Background: an optimization exercise with open tools, aiming at small area, a short achievable clock period and few clock cycles per item. Do not read the settings as production practice. Function was not checked in any run shown here: the RTL went through the layout flow alone. No activity file was given, so power comes from the tool's default toggle rates.

[config.mk]
export PLATFORM = sky130hd
export DESIGN_NAME = message_field_filter_core
export DESIGN_NICKNAME = message_field_filter_core
export VERILOG_FILES = /design/flow/design.v
export SDC_FILE = /design/flow/constraint.sdc
export NUM_CORES = 4
export LEC_CHECK = 0
export CAP_MARGIN = 20
export CORE_MARGIN = 2
export CORE_UTILIZATION = 40
export SLEW_MARGIN = 20
[constraint.sdc]
create_clock -name core_clock -period 8.5 [get_ports {clk}]
set_input_delay 1.7000 -clock core_clock [delete_from_list [all_inputs] [get_ports {clk}]]
set_output_delay 1.7000 -clock core_clock [all_outputs]
set_load 0.01 [all_outputs]
[design.v]
`timescale 1ns / 1ps
module mff_prefix #(parameter int N = 8)
(
    input  logic [N-1:0] g,
    input  logic [N-1:0] p,
    input  logic         cin,
    output logic [N:0]   c
);
    logic [N-1:0] gg;
    logic [N-1:0] pp;
    always_comb
    begin
        gg = g;
        pp = p;
        gg[0] = g[0] | (p[0] & cin);
        for (int l = 0; (1 << l) < N; l++)
        begin
            for (int i = 0; i < N; i++)
            begin
                if (((i >> l) & 1) == 1)
                begin
                    gg[i] = gg[i] | (pp[i] & gg[((i >> l) << l) - 1]);
                    pp[i] = pp[i] & pp[((i >> l) << l) - 1];
                end
            end
        end
        c = {gg, cin};
    end
endmodule
`timescale 1ns / 1ps
module message_field_filter_core
(
    input  logic        clk,
    input  logic        rst_n,
    input  logic        cfg_we,
    input  logic [2:0]  cfg_index,
    input  logic [63:0] cfg_data,
    input  logic        in_valid,
    output logic        in_stall,
    input  logic [7:0]  data_byte,
    input  logic        last_byte,
    output logic        out_valid,
    input  logic        out_stall,
    output logic        matched,
    output logic [15:0] slice_start,
    output logic [15:0] slice_length,
    output logic [15:0] message_size,
    output logic        size_overflow
);
    logic [1:0]  c_mode;
    logic [15:0] c_req;
    logic [15:0] c_off;
    logic [3:0]  c_cnt;
    logic [63:0] c_tmpl;
    logic [31:0] c_rstart;
    logic [31:0] c_rwidth;
    logic [15:0] c_slice;
    always_ff @(posedge clk)
    begin
        if (cfg_we)
        begin
            case (cfg_index)
                3'd0: c_mode   <= cfg_data[1:0];
                3'd1: c_req    <= cfg_data[15:0];
                3'd2: c_off    <= cfg_data[15:0];
                3'd3: c_cnt    <= cfg_data[3:0];
                3'd4: c_tmpl   <= cfg_data;
                3'd5: c_rstart <= cfg_data[31:0];
                3'd6: c_rwidth <= cfg_data[31:0];
                default: c_slice <= cfg_data[15:0];
            endcase
        end
    end
    logic       in_valid_reg;
    logic [7:0] data_reg;
    logic       last_reg;
    logic        inmsg;      
    logic        done;       
    logic [15:0] size;
    logic        ovf;
    logic        teq;        
    logic        b1;         
    logic        b2;         
    logic        nwin;       
    logic [2:0]  idx;        
    logic        o_matched;
    logic [15:0] o_size;
    logic        o_ovf;
    logic push, fire;
    assign push     = done && !out_valid;
    assign fire     = in_valid_reg && (!done || push);
    assign in_stall = in_valid_reg && done && out_valid;
    always_ff @(posedge clk or negedge rst_n)
    begin
        if (!rst_n)
            in_valid_reg <= 1'b0;
        else
            in_valid_reg <= in_valid || in_stall;
    end
    always_ff @(posedge clk)
    begin
        if (!in_stall)
        begin
            data_reg <= data_byte;
            last_reg <= last_byte;
        end
    end
    logic [16:0] rel;
    logic [16:0] rel_c;
    mff_prefix #(.N(16)) u_rel (
        .g   (size & ~c_off),
        .p   (size | ~c_off),
        .cin (1'b1),
        .c   (rel_c)
    );
    assign rel = {!rel_c[16], size ^ ~c_off ^ rel_c[15:0]};
    logic off_zero;
    logic win8;
    assign off_zero = (c_off == 16'd0);
    assign win8     = inmsg ? nwin : off_zero;
    logic       nwin_next;
    logic [2:0] idx_next;
    assign nwin_next = !inmsg ? (c_off[15:1] == 15'd0)
                              : ((&rel) || (rel[16:3] == 14'd0 && rel[2:0] != 3'd7));
    assign idx_next  = last_reg ? 3'd0
                     : !inmsg   ? {2'b00, !c_off[0]}
                     :            rel[2:0] + 3'd1;
    logic        full;
    logic        t_win, r_win;
    logic [7:0]  t_byte, rs_byte, rw_byte;
    logic        b1_cur, b2_cur;
    logic        b1_new, b2_new;
    assign b1_cur  = inmsg && b1;
    assign b2_cur  = inmsg && b2;
    assign full    = inmsg && (&size);
    assign t_win   = (c_mode == 2'd0) && win8 && (c_cnt[3] || idx < c_cnt[2:0]);
    assign r_win   = (c_mode == 2'd1) && win8 && !idx[2];
    assign t_byte  = c_tmpl[{idx, 3'b000} +: 8];
    assign rs_byte = c_rstart[{idx[1:0], 3'b000} +: 8];
    assign rw_byte = c_rwidth[{idx[1:0], 3'b000} +: 8];
    logic [15:0] size_inc;
    logic [16:0] inc_c;
    mff_prefix #(.N(16)) u_inc (
        .g   (16'd0),
        .p   (size),
        .cin (1'b1),
        .c   (inc_c)
    );
    assign size_inc = size ^ inc_c[15:0];
    logic [8:0] c1;
    mff_prefix #(.N(8)) u_b1 (
        .g   (data_reg & ~rs_byte),
        .p   (data_reg | ~rs_byte),
        .cin (!b1_cur),
        .c   (c1)
    );
    assign b1_new = !c1[8];
    logic [7:0] s3, k3;
    logic [8:0] y3;
    logic [8:0] c3;
    assign s3 = data_reg ^ ~rs_byte ^ ~rw_byte;
    assign k3 = (data_reg & ~rs_byte) | (data_reg & ~rw_byte) | (~rs_byte & ~rw_byte);
    assign y3 = {k3, !b1_cur};
    mff_prefix #(.N(8)) u_b2 (
        .g   (s3 & y3[7:0]),
        .p   (s3 | y3[7:0]),
        .cin (!b2_cur),
        .c   (c3)
    );
    assign b2_new = b1_new ? !(y3[8] | c3[8]) : !(y3[8] & c3[8]);
    always_ff @(posedge clk or negedge rst_n)
    begin
        if (!rst_n)
        begin
            inmsg <= 1'b0;
            done  <= 1'b0;
            idx   <= 3'd0;
        end
        else
        begin
            if (fire)
            begin
                inmsg <= !last_reg;
                idx   <= idx_next;
            end
            done <= (fire && last_reg) || (done && !push);
        end
    end
    always_ff @(posedge clk)
    begin
        if (fire)
        begin
            nwin <= nwin_next;
            if (full)
            begin
                ovf  <= 1'b1;
            end
            else
            begin
                size <= inmsg ? size_inc : 16'd1;
                ovf  <= inmsg && ovf;
                teq  <= (!inmsg || teq) && !(t_win && (t_byte != data_reg));
                b1   <= r_win ? b1_new : b1_cur;
                b2   <= r_win ? b2_new : b2_cur;
            end
        end
    end
    logic [15:0] lim;
    logic [16:0] ge_c;
    logic        ge;
    logic        ok_len, ok_mode;
    always_comb
    begin
        case (c_mode)
            2'd0:    lim = c_cnt[3] ? 16'd8 : {12'd0, c_cnt};
            2'd1:    lim = 16'd4;
            default: lim = c_slice;
        endcase
    end
    mff_prefix #(.N(16)) u_ge (
        .g   (rel[15:0] & ~lim),
        .p   (rel[15:0] | ~lim),
        .cin (1'b1),
        .c   (ge_c)
    );
    assign ge     = !rel[16] && ge_c[16];
    assign ok_len = (c_req == 16'd0) || (size == c_req);
    always_comb
    begin
        case (c_mode)
            2'd0:    ok_mode = ge && teq;
            2'd1:    ok_mode = ge && b2;
            2'd2:    ok_mode = ge;
            default: ok_mode = 1'b0;
        endcase
    end
    always_ff @(posedge clk or negedge rst_n)
    begin
        if (!rst_n)
            out_valid <= 1'b0;
        else
            out_valid <= push || (out_valid && out_stall);
    end
    always_ff @(posedge clk)
    begin
        if (push)
        begin
            o_matched <= !ovf && ok_len && ok_mode;
            o_size    <= size;
            o_ovf     <= ovf;
        end
    end
    logic is_slice;
    assign is_slice      = (c_mode == 2'd2);
    assign matched       = o_matched;
    assign message_size  = o_size;
    assign size_overflow = o_ovf;
    assign slice_start   = is_slice ? c_off : 16'd0;
    assign slice_length  = is_slice ? c_slice : o_size;
endmodule
[run.sh]
#!/bin/bash
# synth_recipe.tcl (not shown) runs the flow's synth.tcl, then flattens the netlist and writes it again
# the make line also repeats each setting of config.mk as NAME=value (left out here)
make -C /OpenROAD-flow-scripts/flow DESIGN_CONFIG=/design/flow/config.mk WORK_HOME=/design/flow/orfs CLKGATE_MAP_FILE= SYNTH_SCRIPT=/design/flow/synth_recipe.tcl finish
==> results of run 1 <==
-- synth_stat cells (3+ instances only) --
cell,number
a21oi_1,30
a221o_1,3
a31oi_1,9
and2_1,17
and3_1,4
buf_1,3
clkbuf_1,16
dfrtp_1,7
edfxtp_1,230
fa_1,12
ha_1,53
inv_1,79
maj3_1,4
mux2_2,17
mux2i_1,11
mux4_2,32
nand2_1,31
nand2b_1,14
nand3_1,10
nand4_1,9
nor2_1,31
nor2b_1,7
nor3_1,21
nor3b_1,4
nor4_1,17
o21a_1,4
o21ai_0,18
o21bai_1,5
o22ai_1,3
xnor2_1,21
xor2_1,24
-- power by group through the flow --
stage          logic, uW  registers [uW]  clock network, uW
2_1_floorplan        852            1530                  0
3_3_place_gp        1200            1600                  0
3_5_place_dp        1210            1600                  0
4_1_cts             1220            1580               1200
5_1_grt             1340            1590               1250
6_report            1210            1570               1180
-- worst max-delay path: stages, from the launching register on --
cell and delay (ns):
edfxtp_1 0.67, inv_1 0.51, nor2_4 0.63, mux2_2 0.40
clkdlybuf4s50_1 0.47
-- stage by stage --
stage	cell area [um2]	worst slack, ns	hold slack [ns]
2_1_floorplan	11510	3.437	0.4524
3_3_place_gp	13350	3.783	0.4829
3_5_place_dp	13350	3.732	0.4891
4_1_cts	14270	3.137	0.5144
5_1_grt	14280	3.328	0.5423
6_report	14280	3.553	0.5128
-- per-layer routing --
metal  global-route usage  up-vias
li1                     -     3271
met1               0.2334     3418
met2               0.3053      202
met3              0.02851       43
met4              0.04622        0
met5                    0        -
-- final timing paths --
check	slack, ns	to	startpoint	cells past startpoint
worst max-delay path	3.55	slice_length[0]	c_mode[1]$_DFFE_PP_	4
worst min-delay path	0.51	done$_DFF_PN0_	in_valid_reg$_DFF_PN0_	2
worst max register to register	4.26	o_matched$_DFFE_PP_	c_off[0]$_DFFE_PP_	15
worst min register to register	0.51	done$_DFF_PN0_	in_valid_reg$_DFF_PN0_	2
max in group asynchronous	6.73	idx[0]$_DFFE_PN0P_	rst_n	1
min in group asynchronous	1.45	done$_DFF_PN0_	rst_n	1
-- cell type report --
| type | instances | area (um2) |
|---|---|---|
| fill | 2458 | 14270 |
| inverter | 79 | 296.5 |
| timing repair buffer | 143 | 1404 |
| clock buffer | 32 | 715.7 |
| clock inverter | 20 | 211.5 |
| tap | 384 | 480.5 |
| multi-input combinational | 454 | 4089 |
| sequential | 237 | 7083 |
-- cell families (layout without fill, tap and decap cells) --
family,Yosys count,in the layout,synth area share
AO/OA/AOI/OAI,102,102,0.06422
XOR/XNOR,45,45,0.03423
adder cells (fa/ha/maj),70,70,0.08291
buffers and inverters,100,274,0.03282
flip-flops,237,237,0.6150
multiplexers,60,60,0.08878
AND/OR/NAND/NOR,177,177,0.08204
==> impl_metrics.tcl, run 1 <==
set metrics [dict create \
    outcome "no timing/DRC/antenna violations" \
    diodes 0 \
    largest_register "c_tmpl" \
    dr.max_layer_used "met4" \
    vias_per_cell 5.140 \
    first_pass_iters 6 \
    io_buffers 132 \
    synth-edff-count 230 \
    grt_start_max_net_pins 65 \
    internal_power_uw 2710 \
    groute.usage.overall 0.1768 \
    final_cell_mix "230 x edfxtp_1, 132 x clkdlybuf4s50_1, 79 x inv_1" \
    synth_top_flop_cell "edfxtp_1" \
    cts_tree "done" \
    ir_worst_vdd_uv 203.3 \
    drc 0 \
    reg_top3 "c_tmpl x64, c_rstart x32, c_rwidth x32" \
    clockPowerShare 0.297 \
    p_seq_frac 0.398 \
    cts-resized-gates 0 \
    gr-total-overflow 0 \
    cp-start-kind "flip-flop" \
    wl_met2_um 13080 \
    arrival_ns 3.25 \
    grt_pass1_wl_um 40900 \
    postSynth.asyncResetShare 0.02954 \
    sw_frac_of_total 0.3148 \
    setup_viol 0 \
    clock.fmax_mhz 202.2 \
    die-area_um2 30160 \
    rsz0062_at_grt "no" \
    routed_wire_length_per_instance_um 19.69 \
    largest_reg_flops 64 \
    yosysUniqueCellTypes 66 \
    p_leak_uw 0.005084 \
    max_slew_margin 0.4180 \
    dpl.cell_count 1297 \
    hold_buffers 0 \
    yosysTopAreaCell "edfxtp_1" \
    ys_seq_elements 237 \
    ys_warn_count 3 \
    fin_worst_skew_ns 0.009327 \
    yosysSeqAreaShare 0.6150 \
    avgSynthCellArea_um2 14.56 \
    post_cts_buffers 0 \
    cts_made_buffers 28 \
    dp_hpwl_um 19350 \
    synthTopCellsByArea "edfxtp_1 60%, mux4_2 6.3%, ha_1 5.8%, inv_1 2.6%, fa_1 2.1%" \
    cts.sinks 237 \
    ant_nets 0 \
    clkTransAtPathRegs_ns 0.06 \
    power.total_uw 3956 \
    core_um2 28550 \
    clk-insertion-delay-late_ns 0.55 \
    cts_root_buf "clkbuf_16" \
    clock_path_buffers 3 \
    io-pin-count 133 \
    p_per_area_nw_per_um2 277.0 \
    vias 6934 \
    finalNetCount 1089 \
    wirelength_um 26560 \
    layoutNonFillerInstCount 1349 \
    max_cap_violations 0 \
    drt_iter0_markers 513 \
    wl_met1_um 11500 \
    required_ns 6.80 \
    finalSetupTns_ns 0 \
    syn_to_final_growth_pct 24.01 \
    placementRows 62 \
    synth_nets 937 \
    worstSetupPathType "flip-flop to output port" \
    finalHoldViolCount 0 \
    synth.cell_area_um2 11510 \
    finalCritPeriodShare 0.5820 \
    cp_max_fo 22 \
    start_util 0.4034 \
    p_switching_uw 1245 \
    die_w_um 173.7 \
    routed-wl-met3_um 1358 \
    antenna_found_initial 1 \
    postSynthCellCount 791 \
    hold_path.class "flip-flop to flip-flop" \
    cp-end-kind "output port" \
    worstMarginPinSlew_ns 0.8701 \
    combPwrFrac 0.305 \
    slew_viol_final 0 \
    layout_commonest_cell "edfxtp_1" \
    utilization 0.5002 \
    synth_top_area_share 0.5998 \
    fp.dieH_um 173.7 \
    cts_max_level 1 \
    grt_pass1_vias 7091 \
    period_minus_slack_ns 4.947 \
    place.gp.congestion 0.8736 \
    drive_gt1_frac 0.1295 \
]
==> inputs of run 2 (changes only) <==
--- a/config.mk
+++ b/config.mk
@@ -8,4 +8,5 @@
 export CAP_MARGIN = 20
 export CORE_MARGIN = 2
 export CORE_UTILIZATION = 40
+export SETUP_SLACK_MARGIN = 5
 export SLEW_MARGIN = 20
==> impl_metrics.tcl, run 2 <==
set metrics [dict create \
    start_util 0.4034 \
    synth.cell_area_um2 11510 \
    first_pass_iters 5 \
    fp.dieH_um 173.7 \
    pre_cts_slack_ns 4.094 \
    syn_to_final_growth_pct 29.27 \
    slowest_stage "edfxtp_1" \
    worstMarginPinSlew_ns 0.9504 \
    worstSetupPathType "flip-flop to output port" \
    r2r-end "nwin$_DFFE_PP_" \
    ir_worst_vdd_uv 200.3 \
    io-pin-count 133 \
    cts_tree "done" \
    ys_warn_count 3 \
    clk-insertion-delay-late_ns 0.55 \
    synth_nets 937 \
    drc 0 \
    groute.usage.overall 0.1891 \
    clock.fmax_mhz 255.4 \
    grt_pass1_vias 7257 \
    critPathTopFamily "buffers and inverters" \
    hold_buffers 0 \
    path_cells "clkinvlp_4 > nor2_4 > buf_6 > buf_8 > buf_12 > buf_16 > mux2_4 > buf_6" \
    finalCritPeriodShare 0.4606 \
    grt_start_max_net_pins 65 \
    synth_most_common_cell "edfxtp_1" \
    synth_top_flop_cell "edfxtp_1" \
    vias 7125 \
    finalNetCount 1123 \
    synth_top_area_share 0.5998 \
    cts.sinks 237 \
    io_buffers 132 \
    largest_register "c_tmpl" \
    die_w_um 173.7 \
    placementRows 62 \
    cts_made_buffers 27 \
    dp_hpwl_um 19520 \
    p_per_area_nw_per_um2 274.9 \
    core_um2 28550 \
    rsz0062_at_grt "yes" \
    postSynthCellCount 791 \
    cp-end-kind "output port" \
    place.gp.congestion 0.8846 \
    layout_commonest_cell "edfxtp_1" \
    cp-start-kind "flip-flop" \
    die-area_um2 30160 \
    setup_viol 0 \
    largest_reg_flops 64 \
    max_slew_margin 0.3643 \
    path_common_cell "buf_6" \
    clkTransAtPathRegs_ns 0.05 \
    hold_path.class "flip-flop to flip-flop" \
    vias_per_cell 5.163 \
    outcome "no timing/DRC/antenna violations" \
    ant_nets 0 \
    p_leak_uw 0.005429 \
    hold_depth 0 \
    synth_top_cells_by_count "230 x edfxtp_1, 79 x inv_1, 53 x ha_1" \
    power.total_uw 4092 \
    regToRegSetupSlack_ns 5.03 \
    synthTopCellsByArea "edfxtp_1 60%, mux4_2 6.3%, ha_1 5.8%, inv_1 2.6%, fa_1 2.1%" \
    max_cap_violations 0 \
    arrival_ns 2.22 \
    yosysUniqueCellTypes 66 \
    drt_iter0_markers 500 \
    postSynth.asyncResetShare 0.02954 \
    setup_slack_ns 4.585 \
    cts_max_level 1 \
    clock_path_buffers 3 \
    wirelength_um 28290 \
    drive_gt1_frac 0.2189 \
    required_ns 6.80 \
    ys_seq_elements 237 \
    yosysTopAreaCell "edfxtp_1" \
    finalSetupTns_ns 0 \
    grt_pass1_wl_um 43070 \
    cp_max_fo 3 \
    reg2reg_depth 14 \
    reg_top3 "c_tmpl x64, c_rstart x32, c_rwidth x32" \
    avgSynthCellArea_um2 14.56 \
    yosysSeqAreaShare 0.6150 \
    final_cell_mix "230 x edfxtp_1, 100 x clkdlybuf4s50_1, 77 x inv_1" \
    finalHoldViolCount 0 \
    antenna_found_initial 0 \
    cpPeakStageDelay_ns 0.49 \
    diodes 0 \
    period_minus_slack_ns 3.915 \
    whs_endpoint "o_ovf$_DFFE_PP_" \
    synth-edff-count 230 \
    cts_root_buf "clkbuf_16" \
    slew_viol_final 0 \
    gr-total-overflow 0 \
    fin_worst_skew_ns 0.02462 \
    critical_path_buf_inv_count 6 \
    min_from "ovf$_SDFFCE_PP1P_" \
    routed_wire_length_per_instance_um 20.50 \
    r2r-start "size[0]$_SDFFCE_PN1P_" \
]
## run 2: cell counts after synthesis
No cell type changed its count.
## run 2: power breakdown
group          internal [uW]  switching, uW
Sequential              1430            138
Combinational            665            676
Clock                    723            462
Total                   2820           1280
## run 2: layout make-up
cell class | instances | area, um2
fillers | 2458 | 13660
inverters | 79 | 300.3
well taps | 384 | 480.5
repair inverters | 1 | 7.507
multi-input cells | 454 | 4290
clock inverters | 14 | 188.9
clock buffers | 34 | 721.9
flip-flops and latches | 237 | 7086
repair buffers | 177 | 1810
## run 2: cells by family after synthesis
kind of cell | share of synthesized area
flops | 0.6150
simple gates | 0.08204
compound gates | 0.06422
buf+inv | 0.03282
fa+ha+maj | 0.08291
mux | 0.08878
xor+xnor | 0.03423
## run 2: through the flow
stage	hold WS, ns	utilization	cell area, um2	cells
6_report	0.5294	0.5214	14890	1380
5_1_grt	0.5435	0.5214	14890	1380
4_1_cts	0.5444	0.5152	14710	1367
3_5_place_dp	0.4898	0.4683	13370	1297
3_3_place_gp	0.4848	0.4683	13370	1297
2_1_floorplan	0.4524	-	11570	791
## run 2: worst max path at each step
stage                                   start         endpoint  slack [ns]  depth (start not counted)
after global routing      c_mode[1]$_DFFE_PP_  slice_length[0]        4.53                          8
after global placement    c_mode[1]$_DFFE_PP_  slice_length[3]        4.15                          4
final                     c_mode[1]$_DFFE_PP_  slice_length[0]        4.58                          8
after floorplan            idx[0]$_DFFE_PN0P_     b2$_DFFE_PP_        5.01                         14
after detailed placement  c_mode[1]$_DFFE_PP_  slice_length[8]        4.09                          4
after CTS                 c_mode[1]$_DFFE_PP_  slice_length[0]        4.61                          8
## run 2: timing repair
action	CTS	global route
pin swaps	14	12
resized for setup	165	33
setup endpoints to repair	36	34
gates cloned	4	0
buffers inserted	18	13
## run 2: per-layer routing
metal | wire (um) | GRT usage | vias to the layer above | part of all wire
li1 | - | - | 3336 | -
met3 | 1522 | 0.03070 | 58 | 0.054
met5 | 0 | 0 | - | 0
met2 | 13940 | 0.3220 | 238 | 0.49
met1 | 12040 | 0.2521 | 3493 | 0.43
met4 | 793 | 0.05287 | 0 | 0.028
## run 2: worst reg2reg max path, delay by kind of cell, from the launching register on
family	cells	cell delay [ns]
flops	1	0.38
fa+ha+maj	3	0.91
buf+inv	1	0.07
compound gates	3	0.69
simple gates	7	1.30

[what the ideal ports hide]
In the flow no input, the clock included, has a driving cell. The finished layouts below were timed again as built, in two steps. Step 1 (the two cells are an assumption about what drives the block):
set clk [get_ports {clk}]
set_driving_cell -lib_cell sky130_fd_sc_hd__clkbuf_16 $clk
set_driving_cell -lib_cell sky130_fd_sc_hd__buf_2 [delete_from_list [all_inputs] $clk]
Step 2 also shifts input and output timing later by t, the mid clock arrival at the registers, as if the neighbouring blocks saw the same clock. a / b / c = ideal ports / drivers / drivers and shift; a / b = the first two.
run	t, ns	slack for setup (ns)	hold WS [ns]	worst setup path at the end	cell pins on the clock port's net
run 1	0.591	3.553 / 3.510 / 4.101	0.513 / 0.513 / 0.513	register to output	1
run 2	0.583	4.585 / 4.539 / 4.835	0.529 / 0.529 / 0.529	input to register	1
After both steps setup and hold are still met in every run listed.
